What follows belongs to an exercise in optimizing a design on an open flow for small area, a short achievable clock period and few clock cycles per item; a production flow would make more cautious choices. No run shown here included a check of the RTL's function; only the layout flow was run. Power and IR drop assume default switching activity.

File: design/flow/config.mk
export PLATFORM = sky130hd
export DESIGN_NAME = cla_mp_add_seq
export DESIGN_NICKNAME = cla_mp_add_seq
export VERILOG_FILES = /design/flow/design.v
export SDC_FILE = /design/flow/constraint.sdc
export NUM_CORES = 4
export LEC_CHECK = 0
export ABC_AREA = 1
export CAP_MARGIN = 20
export CORE_MARGIN = 2
export CORE_UTILIZATION = 40
export CTS_BUF_LIST = sky130_fd_sc_hd__clkbuf_4
export SETUP_SLACK_MARGIN = 5
export SLEW_MARGIN = 20
File: design/flow/constraint.sdc
create_clock -name core_clock -period 10.0 [get_ports {clk}]
set_input_delay 2.0000 -clock core_clock [delete_from_list [all_inputs] [get_ports {clk}]]
set_output_delay 2.0000 -clock core_clock [all_outputs]
set_load 0.01 [all_outputs]
File: design/flow/design.v
package cla_pkg;
    localparam int WORD_W = 64;
    typedef enum logic [1:0] {IDLE, RUN, DONE} state_t;
    function automatic integer idx_w(input integer n);
        idx_w = n <= 1 ? 1 : $clog2(n);
    endfunction
endpackage
module add256 (
    input  logic [255:0] a,
    input  logic [255:0] b,
    input  logic         cin,
    output logic [255:0] sum,
    output logic         cout
);
    wire [255:0] p = a ^ b;
    wire [255:0] g = a & b;
    wire [255:0] c;
    wire n1g = g[1] | p[1] & g[0];
    wire n1p = p[1] & p[0];
    wire n2g = g[3] | p[3] & g[2];
    wire n2p = p[3] & p[2];
    wire n3g = g[5] | p[5] & g[4];
    wire n3p = p[5] & p[4];
    wire n4g = g[7] | p[7] & g[6];
    wire n4p = p[7] & p[6];
    wire n5g = g[9] | p[9] & g[8];
    wire n5p = p[9] & p[8];
    wire n6g = g[11] | p[11] & g[10];
    wire n6p = p[11] & p[10];
    wire n7g = g[13] | p[13] & g[12];
    wire n7p = p[13] & p[12];
    wire n8g = g[15] | p[15] & g[14];
    wire n8p = p[15] & p[14];
    wire n9g = g[17] | p[17] & g[16];
    wire n9p = p[17] & p[16];
    wire n10g = g[19] | p[19] & g[18];
    wire n10p = p[19] & p[18];
    wire n11g = g[21] | p[21] & g[20];
    wire n11p = p[21] & p[20];
    wire n12g = g[23] | p[23] & g[22];
    wire n12p = p[23] & p[22];
    wire n13g = g[25] | p[25] & g[24];
    wire n13p = p[25] & p[24];
    wire n14g = g[27] | p[27] & g[26];
    wire n14p = p[27] & p[26];
    wire n15g = g[29] | p[29] & g[28];
    wire n15p = p[29] & p[28];
    wire n16g = g[31] | p[31] & g[30];
    wire n16p = p[31] & p[30];
    wire n17g = g[33] | p[33] & g[32];
    wire n17p = p[33] & p[32];
    wire n18g = g[35] | p[35] & g[34];
    wire n18p = p[35] & p[34];
    wire n19g = g[37] | p[37] & g[36];
    wire n19p = p[37] & p[36];
    wire n20g = g[39] | p[39] & g[38];
    wire n20p = p[39] & p[38];
    wire n21g = g[41] | p[41] & g[40];
    wire n21p = p[41] & p[40];
    wire n22g = g[43] | p[43] & g[42];
    wire n22p = p[43] & p[42];
    wire n23g = g[45] | p[45] & g[44];
    wire n23p = p[45] & p[44];
    wire n24g = g[47] | p[47] & g[46];
    wire n24p = p[47] & p[46];
    wire n25g = g[49] | p[49] & g[48];
    wire n25p = p[49] & p[48];
    wire n26g = g[51] | p[51] & g[50];
    wire n26p = p[51] & p[50];
    wire n27g = g[53] | p[53] & g[52];
    wire n27p = p[53] & p[52];
    wire n28g = g[55] | p[55] & g[54];
    wire n28p = p[55] & p[54];
    wire n29g = g[57] | p[57] & g[56];
    wire n29p = p[57] & p[56];
    wire n30g = g[59] | p[59] & g[58];
    wire n30p = p[59] & p[58];
    wire n31g = g[61] | p[61] & g[60];
    wire n31p = p[61] & p[60];
    wire n32g = g[63] | p[63] & g[62];
    wire n32p = p[63] & p[62];
    wire n33g = g[65] | p[65] & g[64];
    wire n33p = p[65] & p[64];
    wire n34g = g[67] | p[67] & g[66];
    wire n34p = p[67] & p[66];
    wire n35g = g[69] | p[69] & g[68];
    wire n35p = p[69] & p[68];
    wire n36g = g[71] | p[71] & g[70];
    wire n36p = p[71] & p[70];
    wire n37g = g[73] | p[73] & g[72];
    wire n37p = p[73] & p[72];
    wire n38g = g[75] | p[75] & g[74];
    wire n38p = p[75] & p[74];
    wire n39g = g[77] | p[77] & g[76];
    wire n39p = p[77] & p[76];
    wire n40g = g[79] | p[79] & g[78];
    wire n40p = p[79] & p[78];
    wire n41g = g[81] | p[81] & g[80];
    wire n41p = p[81] & p[80];
    wire n42g = g[83] | p[83] & g[82];
    wire n42p = p[83] & p[82];
    wire n43g = g[85] | p[85] & g[84];
    wire n43p = p[85] & p[84];
    wire n44g = g[87] | p[87] & g[86];
    wire n44p = p[87] & p[86];
    wire n45g = g[89] | p[89] & g[88];
    wire n45p = p[89] & p[88];
    wire n46g = g[91] | p[91] & g[90];
    wire n46p = p[91] & p[90];
    wire n47g = g[93] | p[93] & g[92];
    wire n47p = p[93] & p[92];
    wire n48g = g[95] | p[95] & g[94];
    wire n48p = p[95] & p[94];
    wire n49g = g[97] | p[97] & g[96];
    wire n49p = p[97] & p[96];
    wire n50g = g[99] | p[99] & g[98];
    wire n50p = p[99] & p[98];
    wire n51g = g[101] | p[101] & g[100];
    wire n51p = p[101] & p[100];
    wire n52g = g[103] | p[103] & g[102];
    wire n52p = p[103] & p[102];
    wire n53g = g[105] | p[105] & g[104];
    wire n53p = p[105] & p[104];
    wire n54g = g[107] | p[107] & g[106];
    wire n54p = p[107] & p[106];
    wire n55g = g[109] | p[109] & g[108];
    wire n55p = p[109] & p[108];
    wire n56g = g[111] | p[111] & g[110];
    wire n56p = p[111] & p[110];
    wire n57g = g[113] | p[113] & g[112];
    wire n57p = p[113] & p[112];
    wire n58g = g[115] | p[115] & g[114];
    wire n58p = p[115] & p[114];
    wire n59g = g[117] | p[117] & g[116];
    wire n59p = p[117] & p[116];
    wire n60g = g[119] | p[119] & g[118];
    wire n60p = p[119] & p[118];
    wire n61g = g[121] | p[121] & g[120];
    wire n61p = p[121] & p[120];
    wire n62g = g[123] | p[123] & g[122];
    wire n62p = p[123] & p[122];
    wire n63g = g[125] | p[125] & g[124];
    wire n63p = p[125] & p[124];
    wire n64g = g[127] | p[127] & g[126];
    wire n64p = p[127] & p[126];
    wire n65g = g[129] | p[129] & g[128];
    wire n65p = p[129] & p[128];
    wire n66g = g[131] | p[131] & g[130];
    wire n66p = p[131] & p[130];
    wire n67g = g[133] | p[133] & g[132];
    wire n67p = p[133] & p[132];
    wire n68g = g[135] | p[135] & g[134];
    wire n68p = p[135] & p[134];
    wire n69g = g[137] | p[137] & g[136];
    wire n69p = p[137] & p[136];
    wire n70g = g[139] | p[139] & g[138];
    wire n70p = p[139] & p[138];
    wire n71g = g[141] | p[141] & g[140];
    wire n71p = p[141] & p[140];
    wire n72g = g[143] | p[143] & g[142];
    wire n72p = p[143] & p[142];
    wire n73g = g[145] | p[145] & g[144];
    wire n73p = p[145] & p[144];
    wire n74g = g[147] | p[147] & g[146];
    wire n74p = p[147] & p[146];
    wire n75g = g[149] | p[149] & g[148];
    wire n75p = p[149] & p[148];
    wire n76g = g[151] | p[151] & g[150];
    wire n76p = p[151] & p[150];
    wire n77g = g[153] | p[153] & g[152];
    wire n77p = p[153] & p[152];
    wire n78g = g[155] | p[155] & g[154];
    wire n78p = p[155] & p[154];
    wire n79g = g[157] | p[157] & g[156];
    wire n79p = p[157] & p[156];
    wire n80g = g[159] | p[159] & g[158];
    wire n80p = p[159] & p[158];
    wire n81g = g[161] | p[161] & g[160];
    wire n81p = p[161] & p[160];
    wire n82g = g[163] | p[163] & g[162];
    wire n82p = p[163] & p[162];
    wire n83g = g[165] | p[165] & g[164];
    wire n83p = p[165] & p[164];
    wire n84g = g[167] | p[167] & g[166];
    wire n84p = p[167] & p[166];
    wire n85g = g[169] | p[169] & g[168];
    wire n85p = p[169] & p[168];
    wire n86g = g[171] | p[171] & g[170];
    wire n86p = p[171] & p[170];
    wire n87g = g[173] | p[173] & g[172];
    wire n87p = p[173] & p[172];
    wire n88g = g[175] | p[175] & g[174];
    wire n88p = p[175] & p[174];
    wire n89g = g[177] | p[177] & g[176];
    wire n89p = p[177] & p[176];
    wire n90g = g[179] | p[179] & g[178];
    wire n90p = p[179] & p[178];
    wire n91g = g[181] | p[181] & g[180];
    wire n91p = p[181] & p[180];
    wire n92g = g[183] | p[183] & g[182];
    wire n92p = p[183] & p[182];
    wire n93g = g[185] | p[185] & g[184];
    wire n93p = p[185] & p[184];
    wire n94g = g[187] | p[187] & g[186];
    wire n94p = p[187] & p[186];
    wire n95g = g[189] | p[189] & g[188];
    wire n95p = p[189] & p[188];
    wire n96g = g[191] | p[191] & g[190];
    wire n96p = p[191] & p[190];
    wire n97g = g[193] | p[193] & g[192];
    wire n97p = p[193] & p[192];
    wire n98g = g[195] | p[195] & g[194];
    wire n98p = p[195] & p[194];
    wire n99g = g[197] | p[197] & g[196];
    wire n99p = p[197] & p[196];
    wire n100g = g[199] | p[199] & g[198];
    wire n100p = p[199] & p[198];
    wire n101g = g[201] | p[201] & g[200];
    wire n101p = p[201] & p[200];
    wire n102g = g[203] | p[203] & g[202];
    wire n102p = p[203] & p[202];
    wire n103g = g[205] | p[205] & g[204];
    wire n103p = p[205] & p[204];
    wire n104g = g[207] | p[207] & g[206];
    wire n104p = p[207] & p[206];
    wire n105g = g[209] | p[209] & g[208];
    wire n105p = p[209] & p[208];
    wire n106g = g[211] | p[211] & g[210];
    wire n106p = p[211] & p[210];
    wire n107g = g[213] | p[213] & g[212];
    wire n107p = p[213] & p[212];
    wire n108g = g[215] | p[215] & g[214];
    wire n108p = p[215] & p[214];
    wire n109g = g[217] | p[217] & g[216];
    wire n109p = p[217] & p[216];
    wire n110g = g[219] | p[219] & g[218];
    wire n110p = p[219] & p[218];
    wire n111g = g[221] | p[221] & g[220];
    wire n111p = p[221] & p[220];
    wire n112g = g[223] | p[223] & g[222];
    wire n112p = p[223] & p[222];
    wire n113g = g[225] | p[225] & g[224];
    wire n113p = p[225] & p[224];
    wire n114g = g[227] | p[227] & g[226];
    wire n114p = p[227] & p[226];
    wire n115g = g[229] | p[229] & g[228];
    wire n115p = p[229] & p[228];
    wire n116g = g[231] | p[231] & g[230];
    wire n116p = p[231] & p[230];
    wire n117g = g[233] | p[233] & g[232];
    wire n117p = p[233] & p[232];
    wire n118g = g[235] | p[235] & g[234];
    wire n118p = p[235] & p[234];
    wire n119g = g[237] | p[237] & g[236];
    wire n119p = p[237] & p[236];
    wire n120g = g[239] | p[239] & g[238];
    wire n120p = p[239] & p[238];
    wire n121g = g[241] | p[241] & g[240];
    wire n121p = p[241] & p[240];
    wire n122g = g[243] | p[243] & g[242];
    wire n122p = p[243] & p[242];
    wire n123g = g[245] | p[245] & g[244];
    wire n123p = p[245] & p[244];
    wire n124g = g[247] | p[247] & g[246];
    wire n124p = p[247] & p[246];
    wire n125g = g[249] | p[249] & g[248];
    wire n125p = p[249] & p[248];
    wire n126g = g[251] | p[251] & g[250];
    wire n126p = p[251] & p[250];
    wire n127g = g[253] | p[253] & g[252];
    wire n127p = p[253] & p[252];
    wire n128g = g[255] | p[255] & g[254];
    wire n128p = p[255] & p[254];
    wire n129g = n1g | n1p & cin;
    wire n130g = n3g | n3p & n2g;
    wire n130p = n3p & n2p;
    wire n131g = n5g | n5p & n4g;
    wire n131p = n5p & n4p;
    wire n132g = n7g | n7p & n6g;
    wire n132p = n7p & n6p;
    wire n133g = n9g | n9p & n8g;
    wire n133p = n9p & n8p;
    wire n134g = n11g | n11p & n10g;
    wire n134p = n11p & n10p;
    wire n135g = n13g | n13p & n12g;
    wire n135p = n13p & n12p;
    wire n136g = n15g | n15p & n14g;
    wire n136p = n15p & n14p;
    wire n137g = n17g | n17p & n16g;
    wire n137p = n17p & n16p;
    wire n138g = n19g | n19p & n18g;
    wire n138p = n19p & n18p;
    wire n139g = n21g | n21p & n20g;
    wire n139p = n21p & n20p;
    wire n140g = n23g | n23p & n22g;
    wire n140p = n23p & n22p;
    wire n141g = n25g | n25p & n24g;
    wire n141p = n25p & n24p;
    wire n142g = n27g | n27p & n26g;
    wire n142p = n27p & n26p;
    wire n143g = n29g | n29p & n28g;
    wire n143p = n29p & n28p;
    wire n144g = n31g | n31p & n30g;
    wire n144p = n31p & n30p;
    wire n145g = n33g | n33p & n32g;
    wire n145p = n33p & n32p;
    wire n146g = n35g | n35p & n34g;
    wire n146p = n35p & n34p;
    wire n147g = n37g | n37p & n36g;
    wire n147p = n37p & n36p;
    wire n148g = n39g | n39p & n38g;
    wire n148p = n39p & n38p;
    wire n149g = n41g | n41p & n40g;
    wire n149p = n41p & n40p;
    wire n150g = n43g | n43p & n42g;
    wire n150p = n43p & n42p;
    wire n151g = n45g | n45p & n44g;
    wire n151p = n45p & n44p;
    wire n152g = n47g | n47p & n46g;
    wire n152p = n47p & n46p;
    wire n153g = n49g | n49p & n48g;
    wire n153p = n49p & n48p;
    wire n154g = n51g | n51p & n50g;
    wire n154p = n51p & n50p;
    wire n155g = n53g | n53p & n52g;
    wire n155p = n53p & n52p;
    wire n156g = n55g | n55p & n54g;
    wire n156p = n55p & n54p;
    wire n157g = n57g | n57p & n56g;
    wire n157p = n57p & n56p;
    wire n158g = n59g | n59p & n58g;
    wire n158p = n59p & n58p;
    wire n159g = n61g | n61p & n60g;
    wire n159p = n61p & n60p;
    wire n160g = n63g | n63p & n62g;
    wire n160p = n63p & n62p;
    wire n161g = n65g | n65p & n64g;
    wire n161p = n65p & n64p;
    wire n162g = n67g | n67p & n66g;
    wire n162p = n67p & n66p;
    wire n163g = n69g | n69p & n68g;
    wire n163p = n69p & n68p;
    wire n164g = n71g | n71p & n70g;
    wire n164p = n71p & n70p;
    wire n165g = n73g | n73p & n72g;
    wire n165p = n73p & n72p;
    wire n166g = n75g | n75p & n74g;
    wire n166p = n75p & n74p;
    wire n167g = n77g | n77p & n76g;
    wire n167p = n77p & n76p;
    wire n168g = n79g | n79p & n78g;
    wire n168p = n79p & n78p;
    wire n169g = n81g | n81p & n80g;
    wire n169p = n81p & n80p;
    wire n170g = n83g | n83p & n82g;
    wire n170p = n83p & n82p;
    wire n171g = n85g | n85p & n84g;
    wire n171p = n85p & n84p;
    wire n172g = n87g | n87p & n86g;
    wire n172p = n87p & n86p;
    wire n173g = n89g | n89p & n88g;
    wire n173p = n89p & n88p;
    wire n174g = n91g | n91p & n90g;
    wire n174p = n91p & n90p;
    wire n175g = n93g | n93p & n92g;
    wire n175p = n93p & n92p;
    wire n176g = n95g | n95p & n94g;
    wire n176p = n95p & n94p;
    wire n177g = n97g | n97p & n96g;
    wire n177p = n97p & n96p;
    wire n178g = n99g | n99p & n98g;
    wire n178p = n99p & n98p;
    wire n179g = n101g | n101p & n100g;
    wire n179p = n101p & n100p;
    wire n180g = n103g | n103p & n102g;
    wire n180p = n103p & n102p;
    wire n181g = n105g | n105p & n104g;
    wire n181p = n105p & n104p;
    wire n182g = n107g | n107p & n106g;
    wire n182p = n107p & n106p;
    wire n183g = n109g | n109p & n108g;
    wire n183p = n109p & n108p;
    wire n184g = n111g | n111p & n110g;
    wire n184p = n111p & n110p;
    wire n185g = n113g | n113p & n112g;
    wire n185p = n113p & n112p;
    wire n186g = n115g | n115p & n114g;
    wire n186p = n115p & n114p;
    wire n187g = n117g | n117p & n116g;
    wire n187p = n117p & n116p;
    wire n188g = n119g | n119p & n118g;
    wire n188p = n119p & n118p;
    wire n189g = n121g | n121p & n120g;
    wire n189p = n121p & n120p;
    wire n190g = n123g | n123p & n122g;
    wire n190p = n123p & n122p;
    wire n191g = n125g | n125p & n124g;
    wire n191p = n125p & n124p;
    wire n192g = n127g | n127p & n126g;
    wire n192p = n127p & n126p;
    wire n193g = n130g | n130p & n129g;
    wire n194g = n132g | n132p & n131g;
    wire n194p = n132p & n131p;
    wire n195g = n134g | n134p & n133g;
    wire n195p = n134p & n133p;
    wire n196g = n136g | n136p & n135g;
    wire n196p = n136p & n135p;
    wire n197g = n138g | n138p & n137g;
    wire n197p = n138p & n137p;
    wire n198g = n140g | n140p & n139g;
    wire n198p = n140p & n139p;
    wire n199g = n142g | n142p & n141g;
    wire n199p = n142p & n141p;
    wire n200g = n144g | n144p & n143g;
    wire n200p = n144p & n143p;
    wire n201g = n146g | n146p & n145g;
    wire n201p = n146p & n145p;
    wire n202g = n148g | n148p & n147g;
    wire n202p = n148p & n147p;
    wire n203g = n150g | n150p & n149g;
    wire n203p = n150p & n149p;
    wire n204g = n152g | n152p & n151g;
    wire n204p = n152p & n151p;
    wire n205g = n154g | n154p & n153g;
    wire n205p = n154p & n153p;
    wire n206g = n156g | n156p & n155g;
    wire n206p = n156p & n155p;
    wire n207g = n158g | n158p & n157g;
    wire n207p = n158p & n157p;
    wire n208g = n160g | n160p & n159g;
    wire n208p = n160p & n159p;
    wire n209g = n162g | n162p & n161g;
    wire n209p = n162p & n161p;
    wire n210g = n164g | n164p & n163g;
    wire n210p = n164p & n163p;
    wire n211g = n166g | n166p & n165g;
    wire n211p = n166p & n165p;
    wire n212g = n168g | n168p & n167g;
    wire n212p = n168p & n167p;
    wire n213g = n170g | n170p & n169g;
    wire n213p = n170p & n169p;
    wire n214g = n172g | n172p & n171g;
    wire n214p = n172p & n171p;
    wire n215g = n174g | n174p & n173g;
    wire n215p = n174p & n173p;
    wire n216g = n176g | n176p & n175g;
    wire n216p = n176p & n175p;
    wire n217g = n178g | n178p & n177g;
    wire n217p = n178p & n177p;
    wire n218g = n180g | n180p & n179g;
    wire n218p = n180p & n179p;
    wire n219g = n182g | n182p & n181g;
    wire n219p = n182p & n181p;
    wire n220g = n184g | n184p & n183g;
    wire n220p = n184p & n183p;
    wire n221g = n186g | n186p & n185g;
    wire n221p = n186p & n185p;
    wire n222g = n188g | n188p & n187g;
    wire n222p = n188p & n187p;
    wire n223g = n190g | n190p & n189g;
    wire n223p = n190p & n189p;
    wire n224g = n192g | n192p & n191g;
    wire n224p = n192p & n191p;
    wire n225g = n194g | n194p & n193g;
    wire n226g = n196g | n196p & n195g;
    wire n226p = n196p & n195p;
    wire n227g = n198g | n198p & n197g;
    wire n227p = n198p & n197p;
    wire n228g = n200g | n200p & n199g;
    wire n228p = n200p & n199p;
    wire n229g = n202g | n202p & n201g;
    wire n229p = n202p & n201p;
    wire n230g = n204g | n204p & n203g;
    wire n230p = n204p & n203p;
    wire n231g = n206g | n206p & n205g;
    wire n231p = n206p & n205p;
    wire n232g = n208g | n208p & n207g;
    wire n232p = n208p & n207p;
    wire n233g = n210g | n210p & n209g;
    wire n233p = n210p & n209p;
    wire n234g = n212g | n212p & n211g;
    wire n234p = n212p & n211p;
    wire n235g = n214g | n214p & n213g;
    wire n235p = n214p & n213p;
    wire n236g = n216g | n216p & n215g;
    wire n236p = n216p & n215p;
    wire n237g = n218g | n218p & n217g;
    wire n237p = n218p & n217p;
    wire n238g = n220g | n220p & n219g;
    wire n238p = n220p & n219p;
    wire n239g = n222g | n222p & n221g;
    wire n239p = n222p & n221p;
    wire n240g = n224g | n224p & n223g;
    wire n240p = n224p & n223p;
    wire n241g = n226g | n226p & n225g;
    wire n242g = n228g | n228p & n227g;
    wire n242p = n228p & n227p;
    wire n243g = n230g | n230p & n229g;
    wire n243p = n230p & n229p;
    wire n244g = n232g | n232p & n231g;
    wire n244p = n232p & n231p;
    wire n245g = n234g | n234p & n233g;
    wire n245p = n234p & n233p;
    wire n246g = n236g | n236p & n235g;
    wire n246p = n236p & n235p;
    wire n247g = n238g | n238p & n237g;
    wire n247p = n238p & n237p;
    wire n248g = n240g | n240p & n239g;
    wire n248p = n240p & n239p;
    wire n249g = n242g | n242p & n241g;
    wire n250g = n244g | n244p & n243g;
    wire n250p = n244p & n243p;
    wire n251g = n246g | n246p & n245g;
    wire n251p = n246p & n245p;
    wire n252g = n248g | n248p & n247g;
    wire n252p = n248p & n247p;
    wire n253g = n250g | n250p & n249g;
    wire n254g = n252g | n252p & n251g;
    wire n254p = n252p & n251p;
    wire n255g = n254g | n254p & n253g;
    wire n256g = n251g | n251p & n253g;
    wire n257g = n243g | n243p & n249g;
    wire n258g = n245g | n245p & n253g;
    wire n259g = n247g | n247p & n256g;
    wire n260g = n227g | n227p & n241g;
    wire n261g = n229g | n229p & n249g;
    wire n262g = n231g | n231p & n257g;
    wire n263g = n233g | n233p & n253g;
    wire n264g = n235g | n235p & n258g;
    wire n265g = n237g | n237p & n256g;
    wire n266g = n239g | n239p & n259g;
    wire n267g = n195g | n195p & n225g;
    wire n268g = n197g | n197p & n241g;
    wire n269g = n199g | n199p & n260g;
    wire n270g = n201g | n201p & n249g;
    wire n271g = n203g | n203p & n261g;
    wire n272g = n205g | n205p & n257g;
    wire n273g = n207g | n207p & n262g;
    wire n274g = n209g | n209p & n253g;
    wire n275g = n211g | n211p & n263g;
    wire n276g = n213g | n213p & n258g;
    wire n277g = n215g | n215p & n264g;
    wire n278g = n217g | n217p & n256g;
    wire n279g = n219g | n219p & n265g;
    wire n280g = n221g | n221p & n259g;
    wire n281g = n223g | n223p & n266g;
    wire n282g = n131g | n131p & n193g;
    wire n283g = n133g | n133p & n225g;
    wire n284g = n135g | n135p & n267g;
    wire n285g = n137g | n137p & n241g;
    wire n286g = n139g | n139p & n268g;
    wire n287g = n141g | n141p & n260g;
    wire n288g = n143g | n143p & n269g;
    wire n289g = n145g | n145p & n249g;
    wire n290g = n147g | n147p & n270g;
    wire n291g = n149g | n149p & n261g;
    wire n292g = n151g | n151p & n271g;
    wire n293g = n153g | n153p & n257g;
    wire n294g = n155g | n155p & n272g;
    wire n295g = n157g | n157p & n262g;
    wire n296g = n159g | n159p & n273g;
    wire n297g = n161g | n161p & n253g;
    wire n298g = n163g | n163p & n274g;
    wire n299g = n165g | n165p & n263g;
    wire n300g = n167g | n167p & n275g;
    wire n301g = n169g | n169p & n258g;
    wire n302g = n171g | n171p & n276g;
    wire n303g = n173g | n173p & n264g;
    wire n304g = n175g | n175p & n277g;
    wire n305g = n177g | n177p & n256g;
    wire n306g = n179g | n179p & n278g;
    wire n307g = n181g | n181p & n265g;
    wire n308g = n183g | n183p & n279g;
    wire n309g = n185g | n185p & n259g;
    wire n310g = n187g | n187p & n280g;
    wire n311g = n189g | n189p & n266g;
    wire n312g = n191g | n191p & n281g;
    wire n313g = n2g | n2p & n129g;
    wire n314g = n4g | n4p & n193g;
    wire n315g = n6g | n6p & n282g;
    wire n316g = n8g | n8p & n225g;
    wire n317g = n10g | n10p & n283g;
    wire n318g = n12g | n12p & n267g;
    wire n319g = n14g | n14p & n284g;
    wire n320g = n16g | n16p & n241g;
    wire n321g = n18g | n18p & n285g;
    wire n322g = n20g | n20p & n268g;
    wire n323g = n22g | n22p & n286g;
    wire n324g = n24g | n24p & n260g;
    wire n325g = n26g | n26p & n287g;
    wire n326g = n28g | n28p & n269g;
    wire n327g = n30g | n30p & n288g;
    wire n328g = n32g | n32p & n249g;
    wire n329g = n34g | n34p & n289g;
    wire n330g = n36g | n36p & n270g;
    wire n331g = n38g | n38p & n290g;
    wire n332g = n40g | n40p & n261g;
    wire n333g = n42g | n42p & n291g;
    wire n334g = n44g | n44p & n271g;
    wire n335g = n46g | n46p & n292g;
    wire n336g = n48g | n48p & n257g;
    wire n337g = n50g | n50p & n293g;
    wire n338g = n52g | n52p & n272g;
    wire n339g = n54g | n54p & n294g;
    wire n340g = n56g | n56p & n262g;
    wire n341g = n58g | n58p & n295g;
    wire n342g = n60g | n60p & n273g;
    wire n343g = n62g | n62p & n296g;
    wire n344g = n64g | n64p & n253g;
    wire n345g = n66g | n66p & n297g;
    wire n346g = n68g | n68p & n274g;
    wire n347g = n70g | n70p & n298g;
    wire n348g = n72g | n72p & n263g;
    wire n349g = n74g | n74p & n299g;
    wire n350g = n76g | n76p & n275g;
    wire n351g = n78g | n78p & n300g;
    wire n352g = n80g | n80p & n258g;
    wire n353g = n82g | n82p & n301g;
    wire n354g = n84g | n84p & n276g;
    wire n355g = n86g | n86p & n302g;
    wire n356g = n88g | n88p & n264g;
    wire n357g = n90g | n90p & n303g;
    wire n358g = n92g | n92p & n277g;
    wire n359g = n94g | n94p & n304g;
    wire n360g = n96g | n96p & n256g;
    wire n361g = n98g | n98p & n305g;
    wire n362g = n100g | n100p & n278g;
    wire n363g = n102g | n102p & n306g;
    wire n364g = n104g | n104p & n265g;
    wire n365g = n106g | n106p & n307g;
    wire n366g = n108g | n108p & n279g;
    wire n367g = n110g | n110p & n308g;
    wire n368g = n112g | n112p & n259g;
    wire n369g = n114g | n114p & n309g;
    wire n370g = n116g | n116p & n280g;
    wire n371g = n118g | n118p & n310g;
    wire n372g = n120g | n120p & n266g;
    wire n373g = n122g | n122p & n311g;
    wire n374g = n124g | n124p & n281g;
    wire n375g = n126g | n126p & n312g;
    wire n376g = n128g | n128p & n255g;
    assign c[0] = cin;
    wire n377g = g[0] | p[0] & cin;
    assign c[1] = n377g;
    assign c[2] = n129g;
    wire n378g = g[2] | p[2] & n1g | p[2] & n1p & cin;
    assign c[3] = n378g;
    assign c[4] = n313g;
    wire n379g = g[4] | p[4] & n2g | p[4] & n2p & n129g;
    assign c[5] = n379g;
    assign c[6] = n193g;
    wire n380g = g[6] | p[6] & n130g | p[6] & n130p & n129g;
    assign c[7] = n380g;
    assign c[8] = n314g;
    wire n381g = g[8] | p[8] & n4g | p[8] & n4p & n193g;
    assign c[9] = n381g;
    assign c[10] = n282g;
    wire n382g = g[10] | p[10] & n131g | p[10] & n131p & n193g;
    assign c[11] = n382g;
    assign c[12] = n315g;
    wire n383g = g[12] | p[12] & n6g | p[12] & n6p & n282g;
    assign c[13] = n383g;
    assign c[14] = n225g;
    wire n384g = g[14] | p[14] & n194g | p[14] & n194p & n193g;
    assign c[15] = n384g;
    assign c[16] = n316g;
    wire n385g = g[16] | p[16] & n8g | p[16] & n8p & n225g;
    assign c[17] = n385g;
    assign c[18] = n283g;
    wire n386g = g[18] | p[18] & n133g | p[18] & n133p & n225g;
    assign c[19] = n386g;
    assign c[20] = n317g;
    wire n387g = g[20] | p[20] & n10g | p[20] & n10p & n283g;
    assign c[21] = n387g;
    assign c[22] = n267g;
    wire n388g = g[22] | p[22] & n195g | p[22] & n195p & n225g;
    assign c[23] = n388g;
    assign c[24] = n318g;
    wire n389g = g[24] | p[24] & n12g | p[24] & n12p & n267g;
    assign c[25] = n389g;
    assign c[26] = n284g;
    wire n390g = g[26] | p[26] & n135g | p[26] & n135p & n267g;
    assign c[27] = n390g;
    assign c[28] = n319g;
    wire n391g = g[28] | p[28] & n14g | p[28] & n14p & n284g;
    assign c[29] = n391g;
    assign c[30] = n241g;
    wire n392g = g[30] | p[30] & n226g | p[30] & n226p & n225g;
    assign c[31] = n392g;
    assign c[32] = n320g;
    wire n393g = g[32] | p[32] & n16g | p[32] & n16p & n241g;
    assign c[33] = n393g;
    assign c[34] = n285g;
    wire n394g = g[34] | p[34] & n137g | p[34] & n137p & n241g;
    assign c[35] = n394g;
    assign c[36] = n321g;
    wire n395g = g[36] | p[36] & n18g | p[36] & n18p & n285g;
    assign c[37] = n395g;
    assign c[38] = n268g;
    wire n396g = g[38] | p[38] & n197g | p[38] & n197p & n241g;
    assign c[39] = n396g;
    assign c[40] = n322g;
    wire n397g = g[40] | p[40] & n20g | p[40] & n20p & n268g;
    assign c[41] = n397g;
    assign c[42] = n286g;
    wire n398g = g[42] | p[42] & n139g | p[42] & n139p & n268g;
    assign c[43] = n398g;
    assign c[44] = n323g;
    wire n399g = g[44] | p[44] & n22g | p[44] & n22p & n286g;
    assign c[45] = n399g;
    assign c[46] = n260g;
    wire n400g = g[46] | p[46] & n227g | p[46] & n227p & n241g;
    assign c[47] = n400g;
    assign c[48] = n324g;
    wire n401g = g[48] | p[48] & n24g | p[48] & n24p & n260g;
    assign c[49] = n401g;
    assign c[50] = n287g;
    wire n402g = g[50] | p[50] & n141g | p[50] & n141p & n260g;
    assign c[51] = n402g;
    assign c[52] = n325g;
    wire n403g = g[52] | p[52] & n26g | p[52] & n26p & n287g;
    assign c[53] = n403g;
    assign c[54] = n269g;
    wire n404g = g[54] | p[54] & n199g | p[54] & n199p & n260g;
    assign c[55] = n404g;
    assign c[56] = n326g;
    wire n405g = g[56] | p[56] & n28g | p[56] & n28p & n269g;
    assign c[57] = n405g;
    assign c[58] = n288g;
    wire n406g = g[58] | p[58] & n143g | p[58] & n143p & n269g;
    assign c[59] = n406g;
    assign c[60] = n327g;
    wire n407g = g[60] | p[60] & n30g | p[60] & n30p & n288g;
    assign c[61] = n407g;
    assign c[62] = n249g;
    wire n408g = g[62] | p[62] & n242g | p[62] & n242p & n241g;
    assign c[63] = n408g;
    assign c[64] = n328g;
    wire n409g = g[64] | p[64] & n32g | p[64] & n32p & n249g;
    assign c[65] = n409g;
    assign c[66] = n289g;
    wire n410g = g[66] | p[66] & n145g | p[66] & n145p & n249g;
    assign c[67] = n410g;
    assign c[68] = n329g;
    wire n411g = g[68] | p[68] & n34g | p[68] & n34p & n289g;
    assign c[69] = n411g;
    assign c[70] = n270g;
    wire n412g = g[70] | p[70] & n201g | p[70] & n201p & n249g;
    assign c[71] = n412g;
    assign c[72] = n330g;
    wire n413g = g[72] | p[72] & n36g | p[72] & n36p & n270g;
    assign c[73] = n413g;
    assign c[74] = n290g;
    wire n414g = g[74] | p[74] & n147g | p[74] & n147p & n270g;
    assign c[75] = n414g;
    assign c[76] = n331g;
    wire n415g = g[76] | p[76] & n38g | p[76] & n38p & n290g;
    assign c[77] = n415g;
    assign c[78] = n261g;
    wire n416g = g[78] | p[78] & n229g | p[78] & n229p & n249g;
    assign c[79] = n416g;
    assign c[80] = n332g;
    wire n417g = g[80] | p[80] & n40g | p[80] & n40p & n261g;
    assign c[81] = n417g;
    assign c[82] = n291g;
    wire n418g = g[82] | p[82] & n149g | p[82] & n149p & n261g;
    assign c[83] = n418g;
    assign c[84] = n333g;
    wire n419g = g[84] | p[84] & n42g | p[84] & n42p & n291g;
    assign c[85] = n419g;
    assign c[86] = n271g;
    wire n420g = g[86] | p[86] & n203g | p[86] & n203p & n261g;
    assign c[87] = n420g;
    assign c[88] = n334g;
    wire n421g = g[88] | p[88] & n44g | p[88] & n44p & n271g;
    assign c[89] = n421g;
    assign c[90] = n292g;
    wire n422g = g[90] | p[90] & n151g | p[90] & n151p & n271g;
    assign c[91] = n422g;
    assign c[92] = n335g;
    wire n423g = g[92] | p[92] & n46g | p[92] & n46p & n292g;
    assign c[93] = n423g;
    assign c[94] = n257g;
    wire n424g = g[94] | p[94] & n243g | p[94] & n243p & n249g;
    assign c[95] = n424g;
    assign c[96] = n336g;
    wire n425g = g[96] | p[96] & n48g | p[96] & n48p & n257g;
    assign c[97] = n425g;
    assign c[98] = n293g;
    wire n426g = g[98] | p[98] & n153g | p[98] & n153p & n257g;
    assign c[99] = n426g;
    assign c[100] = n337g;
    wire n427g = g[100] | p[100] & n50g | p[100] & n50p & n293g;
    assign c[101] = n427g;
    assign c[102] = n272g;
    wire n428g = g[102] | p[102] & n205g | p[102] & n205p & n257g;
    assign c[103] = n428g;
    assign c[104] = n338g;
    wire n429g = g[104] | p[104] & n52g | p[104] & n52p & n272g;
    assign c[105] = n429g;
    assign c[106] = n294g;
    wire n430g = g[106] | p[106] & n155g | p[106] & n155p & n272g;
    assign c[107] = n430g;
    assign c[108] = n339g;
    wire n431g = g[108] | p[108] & n54g | p[108] & n54p & n294g;
    assign c[109] = n431g;
    assign c[110] = n262g;
    wire n432g = g[110] | p[110] & n231g | p[110] & n231p & n257g;
    assign c[111] = n432g;
    assign c[112] = n340g;
    wire n433g = g[112] | p[112] & n56g | p[112] & n56p & n262g;
    assign c[113] = n433g;
    assign c[114] = n295g;
    wire n434g = g[114] | p[114] & n157g | p[114] & n157p & n262g;
    assign c[115] = n434g;
    assign c[116] = n341g;
    wire n435g = g[116] | p[116] & n58g | p[116] & n58p & n295g;
    assign c[117] = n435g;
    assign c[118] = n273g;
    wire n436g = g[118] | p[118] & n207g | p[118] & n207p & n262g;
    assign c[119] = n436g;
    assign c[120] = n342g;
    wire n437g = g[120] | p[120] & n60g | p[120] & n60p & n273g;
    assign c[121] = n437g;
    assign c[122] = n296g;
    wire n438g = g[122] | p[122] & n159g | p[122] & n159p & n273g;
    assign c[123] = n438g;
    assign c[124] = n343g;
    wire n439g = g[124] | p[124] & n62g | p[124] & n62p & n296g;
    assign c[125] = n439g;
    assign c[126] = n253g;
    wire n440g = g[126] | p[126] & n250g | p[126] & n250p & n249g;
    assign c[127] = n440g;
    assign c[128] = n344g;
    wire n441g = g[128] | p[128] & n64g | p[128] & n64p & n253g;
    assign c[129] = n441g;
    assign c[130] = n297g;
    wire n442g = g[130] | p[130] & n161g | p[130] & n161p & n253g;
    assign c[131] = n442g;
    assign c[132] = n345g;
    wire n443g = g[132] | p[132] & n66g | p[132] & n66p & n297g;
    assign c[133] = n443g;
    assign c[134] = n274g;
    wire n444g = g[134] | p[134] & n209g | p[134] & n209p & n253g;
    assign c[135] = n444g;
    assign c[136] = n346g;
    wire n445g = g[136] | p[136] & n68g | p[136] & n68p & n274g;
    assign c[137] = n445g;
    assign c[138] = n298g;
    wire n446g = g[138] | p[138] & n163g | p[138] & n163p & n274g;
    assign c[139] = n446g;
    assign c[140] = n347g;
    wire n447g = g[140] | p[140] & n70g | p[140] & n70p & n298g;
    assign c[141] = n447g;
    assign c[142] = n263g;
    wire n448g = g[142] | p[142] & n233g | p[142] & n233p & n253g;
    assign c[143] = n448g;
    assign c[144] = n348g;
    wire n449g = g[144] | p[144] & n72g | p[144] & n72p & n263g;
    assign c[145] = n449g;
    assign c[146] = n299g;
    wire n450g = g[146] | p[146] & n165g | p[146] & n165p & n263g;
    assign c[147] = n450g;
    assign c[148] = n349g;
    wire n451g = g[148] | p[148] & n74g | p[148] & n74p & n299g;
    assign c[149] = n451g;
    assign c[150] = n275g;
    wire n452g = g[150] | p[150] & n211g | p[150] & n211p & n263g;
    assign c[151] = n452g;
    assign c[152] = n350g;
    wire n453g = g[152] | p[152] & n76g | p[152] & n76p & n275g;
    assign c[153] = n453g;
    assign c[154] = n300g;
    wire n454g = g[154] | p[154] & n167g | p[154] & n167p & n275g;
    assign c[155] = n454g;
    assign c[156] = n351g;
    wire n455g = g[156] | p[156] & n78g | p[156] & n78p & n300g;
    assign c[157] = n455g;
    assign c[158] = n258g;
    wire n456g = g[158] | p[158] & n245g | p[158] & n245p & n253g;
    assign c[159] = n456g;
    assign c[160] = n352g;
    wire n457g = g[160] | p[160] & n80g | p[160] & n80p & n258g;
    assign c[161] = n457g;
    assign c[162] = n301g;
    wire n458g = g[162] | p[162] & n169g | p[162] & n169p & n258g;
    assign c[163] = n458g;
    assign c[164] = n353g;
    wire n459g = g[164] | p[164] & n82g | p[164] & n82p & n301g;
    assign c[165] = n459g;
    assign c[166] = n276g;
    wire n460g = g[166] | p[166] & n213g | p[166] & n213p & n258g;
    assign c[167] = n460g;
    assign c[168] = n354g;
    wire n461g = g[168] | p[168] & n84g | p[168] & n84p & n276g;
    assign c[169] = n461g;
    assign c[170] = n302g;
    wire n462g = g[170] | p[170] & n171g | p[170] & n171p & n276g;
    assign c[171] = n462g;
    assign c[172] = n355g;
    wire n463g = g[172] | p[172] & n86g | p[172] & n86p & n302g;
    assign c[173] = n463g;
    assign c[174] = n264g;
    wire n464g = g[174] | p[174] & n235g | p[174] & n235p & n258g;
    assign c[175] = n464g;
    assign c[176] = n356g;
    wire n465g = g[176] | p[176] & n88g | p[176] & n88p & n264g;
    assign c[177] = n465g;
    assign c[178] = n303g;
    wire n466g = g[178] | p[178] & n173g | p[178] & n173p & n264g;
    assign c[179] = n466g;
    assign c[180] = n357g;
    wire n467g = g[180] | p[180] & n90g | p[180] & n90p & n303g;
    assign c[181] = n467g;
    assign c[182] = n277g;
    wire n468g = g[182] | p[182] & n215g | p[182] & n215p & n264g;
    assign c[183] = n468g;
    assign c[184] = n358g;
    wire n469g = g[184] | p[184] & n92g | p[184] & n92p & n277g;
    assign c[185] = n469g;
    assign c[186] = n304g;
    wire n470g = g[186] | p[186] & n175g | p[186] & n175p & n277g;
    assign c[187] = n470g;
    assign c[188] = n359g;
    wire n471g = g[188] | p[188] & n94g | p[188] & n94p & n304g;
    assign c[189] = n471g;
    assign c[190] = n256g;
    wire n472g = g[190] | p[190] & n251g | p[190] & n251p & n253g;
    assign c[191] = n472g;
    assign c[192] = n360g;
    wire n473g = g[192] | p[192] & n96g | p[192] & n96p & n256g;
    assign c[193] = n473g;
    assign c[194] = n305g;
    wire n474g = g[194] | p[194] & n177g | p[194] & n177p & n256g;
    assign c[195] = n474g;
    assign c[196] = n361g;
    wire n475g = g[196] | p[196] & n98g | p[196] & n98p & n305g;
    assign c[197] = n475g;
    assign c[198] = n278g;
    wire n476g = g[198] | p[198] & n217g | p[198] & n217p & n256g;
    assign c[199] = n476g;
    assign c[200] = n362g;
    wire n477g = g[200] | p[200] & n100g | p[200] & n100p & n278g;
    assign c[201] = n477g;
    assign c[202] = n306g;
    wire n478g = g[202] | p[202] & n179g | p[202] & n179p & n278g;
    assign c[203] = n478g;
    assign c[204] = n363g;
    wire n479g = g[204] | p[204] & n102g | p[204] & n102p & n306g;
    assign c[205] = n479g;
    assign c[206] = n265g;
    wire n480g = g[206] | p[206] & n237g | p[206] & n237p & n256g;
    assign c[207] = n480g;
    assign c[208] = n364g;
    wire n481g = g[208] | p[208] & n104g | p[208] & n104p & n265g;
    assign c[209] = n481g;
    assign c[210] = n307g;
    wire n482g = g[210] | p[210] & n181g | p[210] & n181p & n265g;
    assign c[211] = n482g;
    assign c[212] = n365g;
    wire n483g = g[212] | p[212] & n106g | p[212] & n106p & n307g;
    assign c[213] = n483g;
    assign c[214] = n279g;
    wire n484g = g[214] | p[214] & n219g | p[214] & n219p & n265g;
    assign c[215] = n484g;
    assign c[216] = n366g;
    wire n485g = g[216] | p[216] & n108g | p[216] & n108p & n279g;
    assign c[217] = n485g;
    assign c[218] = n308g;
    wire n486g = g[218] | p[218] & n183g | p[218] & n183p & n279g;
    assign c[219] = n486g;
    assign c[220] = n367g;
    wire n487g = g[220] | p[220] & n110g | p[220] & n110p & n308g;
    assign c[221] = n487g;
    assign c[222] = n259g;
    wire n488g = g[222] | p[222] & n247g | p[222] & n247p & n256g;
    assign c[223] = n488g;
    assign c[224] = n368g;
    wire n489g = g[224] | p[224] & n112g | p[224] & n112p & n259g;
    assign c[225] = n489g;
    assign c[226] = n309g;
    wire n490g = g[226] | p[226] & n185g | p[226] & n185p & n259g;
    assign c[227] = n490g;
    assign c[228] = n369g;
    wire n491g = g[228] | p[228] & n114g | p[228] & n114p & n309g;
    assign c[229] = n491g;
    assign c[230] = n280g;
    wire n492g = g[230] | p[230] & n221g | p[230] & n221p & n259g;
    assign c[231] = n492g;
    assign c[232] = n370g;
    wire n493g = g[232] | p[232] & n116g | p[232] & n116p & n280g;
    assign c[233] = n493g;
    assign c[234] = n310g;
    wire n494g = g[234] | p[234] & n187g | p[234] & n187p & n280g;
    assign c[235] = n494g;
    assign c[236] = n371g;
    wire n495g = g[236] | p[236] & n118g | p[236] & n118p & n310g;
    assign c[237] = n495g;
    assign c[238] = n266g;
    wire n496g = g[238] | p[238] & n239g | p[238] & n239p & n259g;
    assign c[239] = n496g;
    assign c[240] = n372g;
    wire n497g = g[240] | p[240] & n120g | p[240] & n120p & n266g;
    assign c[241] = n497g;
    assign c[242] = n311g;
    wire n498g = g[242] | p[242] & n189g | p[242] & n189p & n266g;
    assign c[243] = n498g;
    assign c[244] = n373g;
    wire n499g = g[244] | p[244] & n122g | p[244] & n122p & n311g;
    assign c[245] = n499g;
    assign c[246] = n281g;
    wire n500g = g[246] | p[246] & n223g | p[246] & n223p & n266g;
    assign c[247] = n500g;
    assign c[248] = n374g;
    wire n501g = g[248] | p[248] & n124g | p[248] & n124p & n281g;
    assign c[249] = n501g;
    assign c[250] = n312g;
    wire n502g = g[250] | p[250] & n191g | p[250] & n191p & n281g;
    assign c[251] = n502g;
    assign c[252] = n375g;
    wire n503g = g[252] | p[252] & n126g | p[252] & n126p & n312g;
    assign c[253] = n503g;
    assign c[254] = n255g;
    wire n504g = g[254] | p[254] & n254g | p[254] & n254p & n253g;
    assign c[255] = n504g;
    assign sum  = p ^ c;
    assign cout = n376g;
endmodule
import cla_pkg::*;
module cla_mp_add_seq #(
    parameter int NUM_WORDS = 4
) (
    input  logic                                 clk,
    input  logic                                 rst,
    input  logic                                 in_valid,
    output logic                                 in_ready,
    input  logic [NUM_WORDS*cla_pkg::WORD_W-1:0] in_a,
    input  logic [NUM_WORDS*cla_pkg::WORD_W-1:0] in_b,
    input  logic                                 in_cin,
    input  logic                                 in_sub,
    output logic                                 out_valid,
    input  logic                                 out_ready,
    output logic [NUM_WORDS*cla_pkg::WORD_W-1:0] out_sum,
    output logic                                 out_cout,
    output logic                                 out_ovf,
    output logic                                 busy
);
    localparam int W = NUM_WORDS * WORD_W;
    logic [W-1:0] bb, s, sum_r;
    logic         c0, co, cout_r, ovf_r, valid_r, take;
    assign bb   = in_b ^ {W{in_sub}};
    assign c0   = in_cin ^ in_sub;
    assign take = ~valid_r | out_ready;
    add256 u_add (.a(in_a), .b(bb), .cin(c0), .sum(s), .cout(co));
    always_ff @(posedge clk) begin
        if (rst) valid_r <= 1'b0;
        else if (take) valid_r <= in_valid;
    end
    always_ff @(posedge clk) begin
        if (take) begin
            sum_r  <= s;
            cout_r <= co;
            ovf_r  <= in_a[W-1] ^ bb[W-1] ^ s[W-1] ^ co;
        end
    end
    assign in_ready  = take;
    assign out_valid = valid_r;
    assign busy      = valid_r;
    assign out_sum   = sum_r;
    assign out_cout  = cout_r;
    assign out_ovf   = ovf_r;
endmodule
File: design/flow/flow/run.sh
#!/bin/bash
# Layout flow: the standard ORFS flow, with the port buffers inserted as the smallest buffer
# (repair_design and repair_timing still resize them where timing needs it).
set -euo pipefail
export BUFFER_PORTS_ARGS="-buffer_cell sky130_fd_sc_hd__buf_1"
bash standard.sh > standard_flow.log 2>&1
File: design/flow/standard.sh
#!/bin/bash
# synth_recipe.tcl (not shown) runs the flow's synth.tcl, then flattens the netlist and writes it again
# the make line also repeats each setting of config.mk as NAME=value (left out here)
make -C /OpenROAD-flow-scripts/flow DESIGN_CONFIG=/design/flow/config.mk WORK_HOME=/design/flow/orfs CLKGATE_MAP_FILE= SYNTH_SCRIPT=/design/flow/synth_recipe.tcl "${@:-finish}"
==> summary.md, run 1 <==
| Metric | Value |
|---|---|
| # setup viols final | 0 |
| FF-to-FF path depth | 2 |
| Dpl cells | 3,678 |
| CP Cell Sequence | buf_1 > inv_1 > nand2_8 > buf_1 |
| Gr usage total | 27.34% |
| Drt via density | 4.970 |
| Top cells by area, synth | edfxtp_1, xor2_1, ha_1 |
| H-tree depth | 3 |
| Initial Util | 40.57% |
| WS Path Type | in -> out |
| HP Class | reg -> reg |
| Slew @ Worst Pin | 893.0 ps |
| Max incr delay on CP | 280 ps |
| Die width | 232.3 µm |
| Worst Hold Depth | 2 |
| Post-route insts no fill | 3,838 |
| Crit path max-delay family | buffers and inverters |
| Core area | 51,410 µm² |
| GRT overflow | 0 |
| Syn Area/Cell | 9.285 µm² |
| Post-synth EDFFs | 258 |
| Die Ht | 232.3 µm |
| Worst path required time | 8000 ps |
| Fillers | 4,989 |
| Pwr Total | 4.629 mW |
| Mapped Nets | 3,021 |
| Cell count along the critical path | 4 |
| Final period utilization | 47.85% |
| CP bufs+invs | 3 |
| Syn-to-layout area delta | 24.48% |
| Seq. cell area | 7767 µm² |
| Highest Clock Rate | 209.0 MHz |
| Distinct cells, synth | 41 |
| Final Hold Vio Count | 0 |
| I/O Buffers | 778 |
| Initial drt markers | 944 |
| Nets | 3,868 |
| # IOs | 779 |
| Reg-to-reg startpoint | valid_r |
| Wire length per cell | 20.25 µm |
| Worst-path clk slew | 50 ps |
| Post-synthesis register bit count | 259 |
| Unrepaired setup endpoints after global routing | yes |
| Worst Setup Start Kind | input port |
| CP arrival | 2790 ps |
| Static Leak | 11.82 nW |
| Maximum vdd drop | 0.08426 mV |
| Post-CTS Hold Fix Bufs | 0 |
| Root Driver | clkbuf_4 |
| Synth warnings | 1 |
| Async set or reset register ratio after synthesis | 0% |
| Die area | 53,980 µm² |
| Row count | 83 |
| Period minus WS final | 4785 ps |
| Post-Route Setup TNS | 0 ps |
| Clock Latency Late Sink | 820 ps |
| Routed Antenna Nets | 0 |
| Mapped Cells | 2,246 |
| Top-area cell type share of the netlist area | 37.15% |
| WHS | 936.1 ps |
| Vias in the first global route | 18,777 |
| Remaining DRCs | 0 |
| Most frequent cell on the critical path | buf_1 |
| Share of layout cells above drive strength 1 | 6.304% |
| Run status | timing/DRC/antenna clean |
| HP Start | valid_r |
| Synth Flop Type | edfxtp_1 |
| DR pass1 iterations | 5 |
| Cell taking the most area after synthesis | edfxtp_1 |
| Max_slew headroom | 40.47% |
| Clock buffer depth | 3 |
| Crit-path max FO | 49 |
| Pins Over Slew Limit | 0 |
| Clock Skew | 55.63 ps |
| Multi-input logic area | 12,120 µm² |
| Num Clock Sinks | 259 |
| Critical path startpoint | out_ready |
| DRT Wirelength | 77.71 mm |
| Initial antenna violation count | 20 |
| Maximum number of pins on one net before global-route repair | 149 |
| CP max-delay cell | nand2_8 |
| Final weighted congestion in routability-driven placement | 1.011 |
| Synth Cell Area | 20,860 µm² |
| Nature of the critical path endpoint | output pin |
| Dpl hpwl | 62.62 mm |
| Max-capacitance violation count | 0 |
| Vias | 19,073 |
| CTS Buf Count | 81 |
| Global-route wire length before repair | 109.8 mm |
| P per Cell Area | 178.3 nW/µm² |
| TritonCTS clock tree | done |
| Sequential element share of the synthesized area | 37.25% |
[cell usage in the layout (no fill, tap or decap), types with 3 or more instances in the layout]
master,n
nand2_1,386
buf_4,5
xor2_1,405
inv_1,258
nor2_1,85
o211ai_1,3
inv_2,4
a21oi_2,7
a21o_1,16
clkbuf_4,118
o31ai_1,7
nor3_2,4
o21ai_2,4
buf_1,777
nor3_1,27
edfxtp_1,258
nor2_2,3
o21bai_1,12
nand3_2,3
o21a_1,10
nand3_1,67
xnor2_1,84
buf_16,6
o21ai_0,24
nand4_1,23
clkbuf_16,4
o21ai_1,5
diode_2,17
a21oi_4,3
nand2_4,8
ha_1,256
a211oi_1,7
nand2_2,18
clkinv_1,11
a21oi_1,210
[layer usage]
metal,vias up,track usage [%],routed length [µm]
met2,675,48.35,38650
met1,8930,29.36,29030
met5,-,0,52
li1,9282,-,-
met4,8,13.88,3542
met3,178,8.288,6434
[report_power, final]
group          total [mW]  internal (mW)  switching, mW
sequential           1.75           1.63          0.116
clock                1.04          0.530          0.513
combinational        1.84          0.655           1.18
total                4.63           2.82           1.81
[cell usage after synthesis, types with 3 or more instances]
master    instances
a211oi_1          7
o21bai_1         12
nand4_1          23
o21ai_0          25
nor3_1           29
nand2_4           8
o21ai_1           4
inv_1           258
nand2_2          17
nor2_1           88
a21o_1           16
o21ai_2           4
buf_1            22
edfxtp_1        258
nand2_1         389
a21oi_2           3
ha_1            256
o31ai_1           7
a21oi_1         217
xnor2_1          84
xor2_1          407
o211ai_1          3
clkbuf_1          6
o21a_1           10
nand3_1          69
[what timing repair did]
item | CTS | global route
gates cloned | 4 | 4
buffers inserted | 0 | 4
pin swaps | 0 | 2
setup endpoints to repair | 143 | 97
gates resized for setup | 3 | 16
[stage by stage]
step	cell area (µm²)	utilization (%)	worst slack [ps]
finish	25960	50.50	5215
global route	25950	50.48	5000
CTS	25740	50.07	5018
detailed placement	24650	47.96	3557
global placement	24650	47.96	3627
floorplan	21050	-	4899
[sequential cells by signal (all words and copies together), names as in the netlist]
name / flops
ovf_r: 1
sum_r: 256
valid_r: 1
cout_r: 1
[final timing paths]
kind	to	slack, ps
worst max-delay path	in_ready	5210
worst min-delay path	valid_r	940
worst max register to register	sum_r[79]	7920
worst min register to register	valid_r	940
[worst register-to-register path: stages, from the launching register on]
cell and delay (ps):
dfxtp_1 380, nand2_8 380, buf_4 870
[layout make-up]
cell class	count	area share [%]
sequential	259	29.92
timing repair buffer	794	12.60
clock buffer	118	3.412
antenna	17	0.1639
clock inverter	13	0.1880
inverter	260	3.759
multi-input combinational	1697	46.68
tap	680	3.277
[logic make-up after synthesis]
family | Yosys count | synth area share, %
buf+inv | 290 | 5.256
fa+ha+maj | 257 | 15.45
simple gates | 636 | 13.02
flops | 259 | 37.25
compound gates | 313 | 8.399
xor+xnor | 491 | 20.62
==> inputs of run 2 (changes only) <==
--- a/design/flow/config.mk
+++ b/design/flow/config.mk
@@ -7,8 +7,9 @@
 export LEC_CHECK = 0
 export ABC_AREA = 1
 export CAP_MARGIN = 20
+export CORE_ASPECT_RATIO = 0.4
 export CORE_MARGIN = 2
-export CORE_UTILIZATION = 40
+export CORE_UTILIZATION = 50
 export CTS_BUF_LIST = sky130_fd_sc_hd__clkbuf_4
 export SETUP_SLACK_MARGIN = 5
 export SLEW_MARGIN = 20
==> run 2 against run 1 <==
Compared with the run above:
- utilization increased by 12 points
- die area decreased by 19%
- global-route usage increased by 2.0 points
- area after synthesis unchanged
- clock power decreased by 9.7%
- wire length decreased by 15%
- non-clock buffer count increased by 10
- critical path type is now in -> reg
- critical endpoint is now sum_r[252]
- largest power group unchanged
- highest routed layer unchanged
==> summary.md, run 2 <==
| Metric | Value |
|---|---|
| GRT overflow | 0 |
| Initial drt markers | 955 |
| Post-synth top cells | xor2_1, nand2_1, edfxtp_1, inv_1, ha_1 |
| Post-Route Setup TNS | 0 ps |
| Final period utilization | 48.14% |
| Clock Latency Late Sink | 790 ps |
| Row count | 47 |
| WS Path Type | in -> reg |
| Sw power | 1.711 mW |
| Root Driver | clkbuf_4 |
| Synth Cell Area | 20,860 µm² |
| Reg-to-reg startpoint | valid_r |
| Unrepaired setup endpoints after global routing | yes |
| Flop pwr share | 38.7% |
| Wire length per cell | 17.79 µm |
| Routed Antenna Nets | 0 |
| CP arrival | 5340 ps |
| Top-area cell type share of the netlist area | 37.15% |
| Syn-to-layout area delta | 23.38% |
| Seq. cell area | 7767 µm² |
| Async set or reset register ratio after synthesis | 0% |
| Pins Over Slew Limit | 0 |
| Period minus WS final | 4814 ps |
| Max_slew headroom | 37.14% |
| Highest Clock Rate | 207.7 MHz |
| Crit-path max FO | 25 |
| Nets | 3,864 |
| Most common cell in the synthesized netlist | xor2_1 |
| Gr usage total | 29.29% |
| Logic pwr share | 40.2% |
| Post-CTS Hold Fix Bufs | 0 |
| Clock buffer depth | 3 |
| Core area | 41,220 µm² |
| Share of layout cells above drive strength 1 | 6.206% |
| FF-to-FF path depth | 4 |
| Worst Setup Start Kind | input port |
| HP Start | valid_r |
| Num Clock Sinks | 259 |
| Synth warnings | 1 |
| Nature of the critical path endpoint | register |
| Most flops, register | sum_r |
| DRT Wirelength | 65.83 mm |
| Maximum vdd drop | 0.07780 mV |
| # setup viols final | 0 |
| H-tree depth | 3 |
| Switching Share | 38.39% |
| Slew @ Worst Pin | 942.8 ps |
| Commonest non-fill, non-tap cell in the layout | buf_1 |
| Post-synthesis register bit count | 259 |
| Drt via density | 4.939 |
| Worst-path clk slew | 70 ps |
| Run status | timing/DRC/antenna clean |
| Final Hold Vio Count | 0 |
| Mapped Nets | 3,021 |
| DR pass1 iterations | 5 |
| Final WS setup | 5186 ps |
| Syn Area/Cell | 9.285 µm² |
| Vias in the first global route | 17,472 |
| Mapped Cells | 2,246 |
| # IOs | 779 |
| Worst path required time | 10,530 ps |
| Most frequent cells in the layout | buf_1, xor2_1, nand2_1 |
| Static Leak | 11.78 nW |
| Die width | 326.9 µm |
| Synth Flop Type | edfxtp_1 |
| HP Class | reg -> reg |
| Clk pwr share | 21.1% |
| CTS Buf Count | 67 |
| Post-synth EDFFs | 258 |
| Max reg flops | 256 |
| Cell taking the most area after synthesis | edfxtp_1 |
| Die area | 43,530 µm² |
| Initial antenna violation count | 10 |
| Internal power | 2.745 mW |
| Remaining DRCs | 0 |
| Vias | 18,280 |
| Critical path startpoint | in_sub |
| Distinct cells, synth | 41 |
| Dpl hpwl | 52.98 mm |
| Top cells by area, synth | edfxtp_1, xor2_1, ha_1 |
| TritonCTS clock tree | done |
| Fillers | 3,761 |
| Setup WS pre-CTS | 3253 ps |
| Max-capacitance violation count | 0 |
| P per Cell Area | 173.2 nW/µm² |
| Die Ht | 133.2 µm |
| Worst Hold Depth | 2 |
| Initial Util | 50.59% |
| Maximum number of pins on one net before global-route repair | 68 |
| Clock Skew | 31.14 ps |
| Multi-input logic area | 12,130 µm² |
| I/O Buffers | 778 |
| Global-route wire length before repair | 96.26 mm |
| Final weighted congestion in routability-driven placement | 0.9376 |
| Sequential element share of the synthesized area | 37.25% |
-- run 2: cell counts after synthesis --
No cell type changed its count.
-- run 2: logic make-up after synthesis --
group                      after synthesis  synth area share (%)
and+or+nand+nor                        636                 13.02
xor gates and xnor gates               491                 20.62
AOI/OAI and AO/OA                      313                 8.399
buffers and inverters                  290                 5.256
DFF                                    259                 37.25
adders and majority gates              257                 15.45
-- run 2: repair_timing --
| item | in CTS | in global routing |
|---|---|---|
| cloned | 4 | 2 |
| pin swaps | 0 | 4 |
| buffers inserted | 0 | 12 |
| gates resized for setup | 12 | 22 |
| endpoints found under the setup margin | 198 | 87 |
-- run 2: power by group through the flow --
stage,combinational (mW),clock [mW],sequential (mW)
2_1_floorplan,0.950,0,1.92
3_3_place_gp,1.74,0,1.74
3_5_place_dp,1.75,0,1.75
4_1_cts,1.77,0.965,1.72
5_1_grt,1.97,1.01,1.75
6_report,1.79,0.939,1.73
-- run 2: final timing paths --
path	to	slack (ps)
worst max-delay path	sum_r[252]	5190
worst min-delay path	valid_r	910
worst max register to register	sum_r[41]	6460
worst min register to register	valid_r	910
-- run 2: area by class of cell --
cell class | count | area share [%]
timing repair buffer | 804 | 12.97
sequential | 259 | 30.19
clock buffer | 102 | 2.976
inverter | 260 | 3.793
clock inverter | 4 | 0.06321
tap | 563 | 2.738
multi-input combinational | 1697 | 47.16
antenna | 12 | 0.1167
-- run 2: stage by stage --
step / utilization, % / power, mW / instances / hold slack, ps / instance area, µm²
2_1_floorplan: - / 2.874 / 2246 / 1600 / 21050
3_3_place_gp: 59.46 / 3.482 / 3565 / 912.7 / 24510
3_5_place_dp: 59.46 / 3.497 / 3565 / 916.8 / 24510
4_1_cts: 61.82 / 4.463 / 3675 / 931.3 / 25480
5_1_grt: 62.39 / 4.731 / 3696 / 980.4 / 25720
6_report: 62.42 / 4.457 / 3701 / 905.3 / 25730
-- run 2: layer usage --
metal	track usage [%]	up-vias	part of all wire [%]
met4	13.20	4	4.2
li1	-	9254	-
met5	0	-	0.032
met1	35.62	8313	42
met3	7.534	157	6.3
met2	49.31	552	48
-- run 2: critical path, stage by stage --
cell and delay, ps:
buf_12 150, buf_16 190, xor2_1 180, ha_1 340, nand2_1 80, inv_1 60, nand3_1 100, nor3_1 220
nand2_1 210, nor2_4 230, and3_1 190, nand2_2 90, nand2_8 130, nand2_2 80, nand2_4 140, nand2_2 80
nand2_4 120, nand2_2 80, nand2_4 110, nand2_2 60, nand2_2 110, nand2_2 70, nand2_4 90, nand2_2 70
nand2_1 70, nor2_1 40
==> inputs of run 3 (changes only) <==
--- a/design/flow/config.mk
+++ b/design/flow/config.mk
@@ -11,5 +11,6 @@
 export CORE_MARGIN = 2
 export CORE_UTILIZATION = 50
 export CTS_BUF_LIST = sky130_fd_sc_hd__clkbuf_4
+export PLACE_DENSITY = 0.75
 export SETUP_SLACK_MARGIN = 5
 export SLEW_MARGIN = 20
==> run 3 against run 2 <==
Compared with the run above:
- hold slack better by 35 ps
- sequential share of layout area shrank 0.18 points
- count of clock-buffer cells in the layout fell by 3
- utilization up 0.36 points
- clock power about the same
- still clean
- die area unchanged
- critical path depth shrank 1
- maximum frequency shrank 1.7%
- largest power group unchanged
- area after synthesis did not move
- worst setup slack worse by 84 ps
==> summary.md, run 3 <==
| Metric | Value |
|---|---|
| Die width | 326.9 µm |
| Distinct cells, synth | 41 |
| Max-capacitance violation count | 0 |
| Post-place instance area | 24,510 µm² |
| # IOs | 779 |
| Max incr delay on CP | 320 ps |
| Mux share of post-synthesis cell area | 0% |
| Clock Skew | 47.68 ps |
| Maximum number of pins on one net before global-route repair | 74 |
| GRT overflow | 0 |
| Remaining DRCs | 0 |
| Mapped Nets | 3,021 |
| Post-Route Setup TNS | 0 ps |
| Syn Area/Cell | 9.285 µm² |
| Synth Area in Simple Gates | 13.02% |
| Die area | 43,530 µm² |
| Final WS setup | 5102 ps |
| Vias in the first global route | 17,703 |
| H-tree depth | 3 |
| Slew @ Worst Pin | 1053 ps |
| Final period utilization | 48.98% |
| Post-synth top cells | xor2_1, nand2_1, edfxtp_1, inv_1, ha_1 |
| Initial drt markers | 1,509 |
| Pwr Total | 4.543 mW |
| Final weighted congestion in routability-driven placement | 1.056 |
| Clock buffer depth | 3 |
| Final Core Density | 62.78% |
| Post-route insts no fill | 3,715 |
| Pins Over Slew Limit | 0 |
| Top-area cell type share of the netlist area | 37.15% |
| WS Path Type | in -> reg |
| Max reg flops | 256 |
| Most Crowded Layer GR | met2 |
| Setup WS pre-CTS | 3443 ps |
| Most flops, register | sum_r |
| Async set or reset register ratio after synthesis | 0% |
| Met1 GRT Util | 45.17% |
| Global-route wire length before repair | 106.1 mm |
| HP Class | reg -> reg |
| Wire length per cell | 20.12 µm |
| DR pass1 iterations | 5 |
| Static Leak | 11.86 nW |
| Cell taking the most area after synthesis | edfxtp_1 |
| Most common cell in the synthesized netlist | xor2_1 |
| Fillers | 3,659 |
| Unrepaired setup endpoints after global routing | yes |
| Core area | 41,220 µm² |
| CP arrival | 5400 ps |
| Met2 usage | 51.79% |
| Post-synth EDFFs | 258 |
| P per Cell Area | 175.5 nW/µm² |
| Seq. cell area | 7767 µm² |
| Post-CTS Hold Fix Bufs | 0 |
| Synth Area in Compound Gates | 8.399% |
| Root Driver | clkbuf_4 |
| Run status | timing/DRC/antenna clean |
| Initial antenna violation count | 3 |
| Final Hold Vio Count | 0 |
| CTS Buf Count | 67 |
| Sequential element share of the synthesized area | 37.25% |
| Gr usage total | 32.75% |
| Max_slew headroom | 29.78% |
| Most frequent cells in the layout | buf_1, xor2_1, nand2_1 |
| Dpl hpwl | 60.35 mm |
| Largest family of logic cells by synthesized area | XOR/XNOR gates |
| Synth warnings | 1 |
| Routed Antenna Nets | 0 |
| TritonCTS clock tree | done |
| Maximum vdd drop | 0.1078 mV |
| Mapped Cells | 2,246 |
| Most frequent cell on the critical path | nand2_1 |
| Synth Flop Type | edfxtp_1 |
| Nets | 3,879 |
| Post-synthesis register bit count | 259 |
| Worst-path clk slew | 80 ps |
| Multi-input logic area | 12,140 µm² |
| Period minus WS final | 4898 ps |
| Initial Util | 50.59% |
| Clock Latency Late Sink | 780 ps |
| Share of layout cells above drive strength 1 | 6.675% |
| Dpl cells | 3,565 |
| CP max-delay cell | ha_1 |
| Worst Setup Start Kind | input port |
| Commonest non-fill, non-tap cell in the layout | buf_1 |
| Highest Clock Rate | 204.2 MHz |
| Syn-to-layout area delta | 24.10% |
| Met3 usage | 7.653% |
| Die Ht | 133.2 µm |
| Drt via density | 5.172 |
| I/O Buffers | 778 |
| Row count | 47 |
| Synth Area in Adders | 15.45% |
| Num Clock Sinks | 259 |
| Final non-filler cell area | 25,880 µm² |
| Synth Cell Area | 20,860 µm² |
| Crit-path max FO | 17 |
| Vias | 19,214 |
| # setup viols final | 0 |
| XOR/XNOR Fraction of Synth Area | 20.62% |
| Worst path required time | 10,500 ps |
| Top cells by area, synth | edfxtp_1, xor2_1, ha_1 |
| Nature of the critical path endpoint | register |
| DRT Wirelength | 74.73 mm |
| WHS | 940.0 ps |
==> run 3: cell counts after synthesis <==
Identical to the previous run, type by type.
==> run 3: layer usage <==
layer | wire [µm] | part of all wire [%] | vias to the layer above
met5 | 0 | 0 | -
met4 | 2054 | 2.7 | 0
met3 | 6359 | 8.5 | 138
met2 | 34000 | 45 | 807
met1 | 32320 | 43 | 8978
li1 | - | - | 9291
==> run 3: final cells by class <==
| type | count | share of cell area (%) |
|---|---|---|
| Multi-Input combinational cell | 1697 | 46.90 |
| Inverter | 260 | 3.771 |
| Timing Repair Buffer | 819 | 13.48 |
| Clock buffer | 99 | 2.872 |
| Antenna cell | 6 | 0.05801 |
| Sequential cell | 259 | 30.01 |
| Tap cell | 563 | 2.722 |
| Clock inverter | 12 | 0.1837 |
==> run 3: path summary, 6_finish.rpt <==
check | cells after the start | to | startpoint | slack [ps]
worst max-delay path | 25 | sum_r[220] | in_sub | 5100
worst min register to register | 2 | valid_r | valid_r | 940
worst max register to register | 3 | sum_r[229] | valid_r | 6890
worst min-delay path | 2 | valid_r | valid_r | 940
==> run 3: report_power, final <==
part	internal [mW]	switching [mW]
Combinational	0.672	1.19
Sequential	1.63	0.109
Clock	0.450	0.492
Total	2.75	1.79
==> run 3: critical path, delay by kind of cell <==
kind | cells | cell delay [ps]
simple gates | 13 | 1160
xor+xnor | 2 | 290
compound gates | 4 | 750
fa+ha+maj | 1 | 320
buf+inv | 5 | 850
==> run 3: cell families (layout without fill, tap and decap cells) <==
| family | Yosys count | in the layout |
|---|---|---|
| buffers and inverters | 290 | 1190 |
| other | 0 | 6 |
| flip-flops | 259 | 259 |
| AO/OA/AOI/OAI | 313 | 313 |
| AND/OR/NAND/NOR | 636 | 636 |
| adder cells (fa/ha/maj) | 257 | 257 |
| XOR/XNOR | 491 | 491 |
==> run 3: what timing repair did <==
action | 4_1_cts | 5_1_grt
cloned | 2 | 6
setup buffers | 0 | 25
setup endpoints to repair | 182 | 54
pin swaps | 0 | 11
gates resized for setup | 14 | 21

==> port drivers added, routing unchanged <==
In the flow no input, the clock included, has a driving cell. The finished layouts below were timed again as built, in two steps. Step 1 (the two cells are an assumption about what drives the block):
set clk [get_ports {clk}]
set_driving_cell -lib_cell sky130_fd_sc_hd__clkbuf_16 $clk
set_driving_cell -lib_cell sky130_fd_sc_hd__buf_2 [delete_from_list [all_inputs] $clk]
Step 2 also shifts input and output timing later by t, the mid clock arrival at the registers, as if the neighbouring blocks saw the same clock. a / b / c = no drivers / after step 1 / after step 2; a / b = the first two.
| run | shift t [ns] | slack for setup (ns) | worst register clock-pin slew, ns | worst data-port slew with drivers (ns) | cell pins on the clock port's net |
|---|---|---|---|---|---|
| run 1 | 0.850 | 5.215 / 5.179 / 4.329 | 0.07 / 0.07 | 0.15 | 1 |
| run 2 | 0.817 | 5.186 / 5.184 / 4.367 | 0.09 / 0.09 | 0.11 | 1 |
| run 3 | 0.820 | 5.102 / 5.083 / 4.263 | 0.09 / 0.09 | 0.14 | 1 |
After both steps every run listed still meets setup and hold. The setup slack of run 1, which loses most, moves by -0.036 ns with the drivers and by -0.886 ns with both steps.
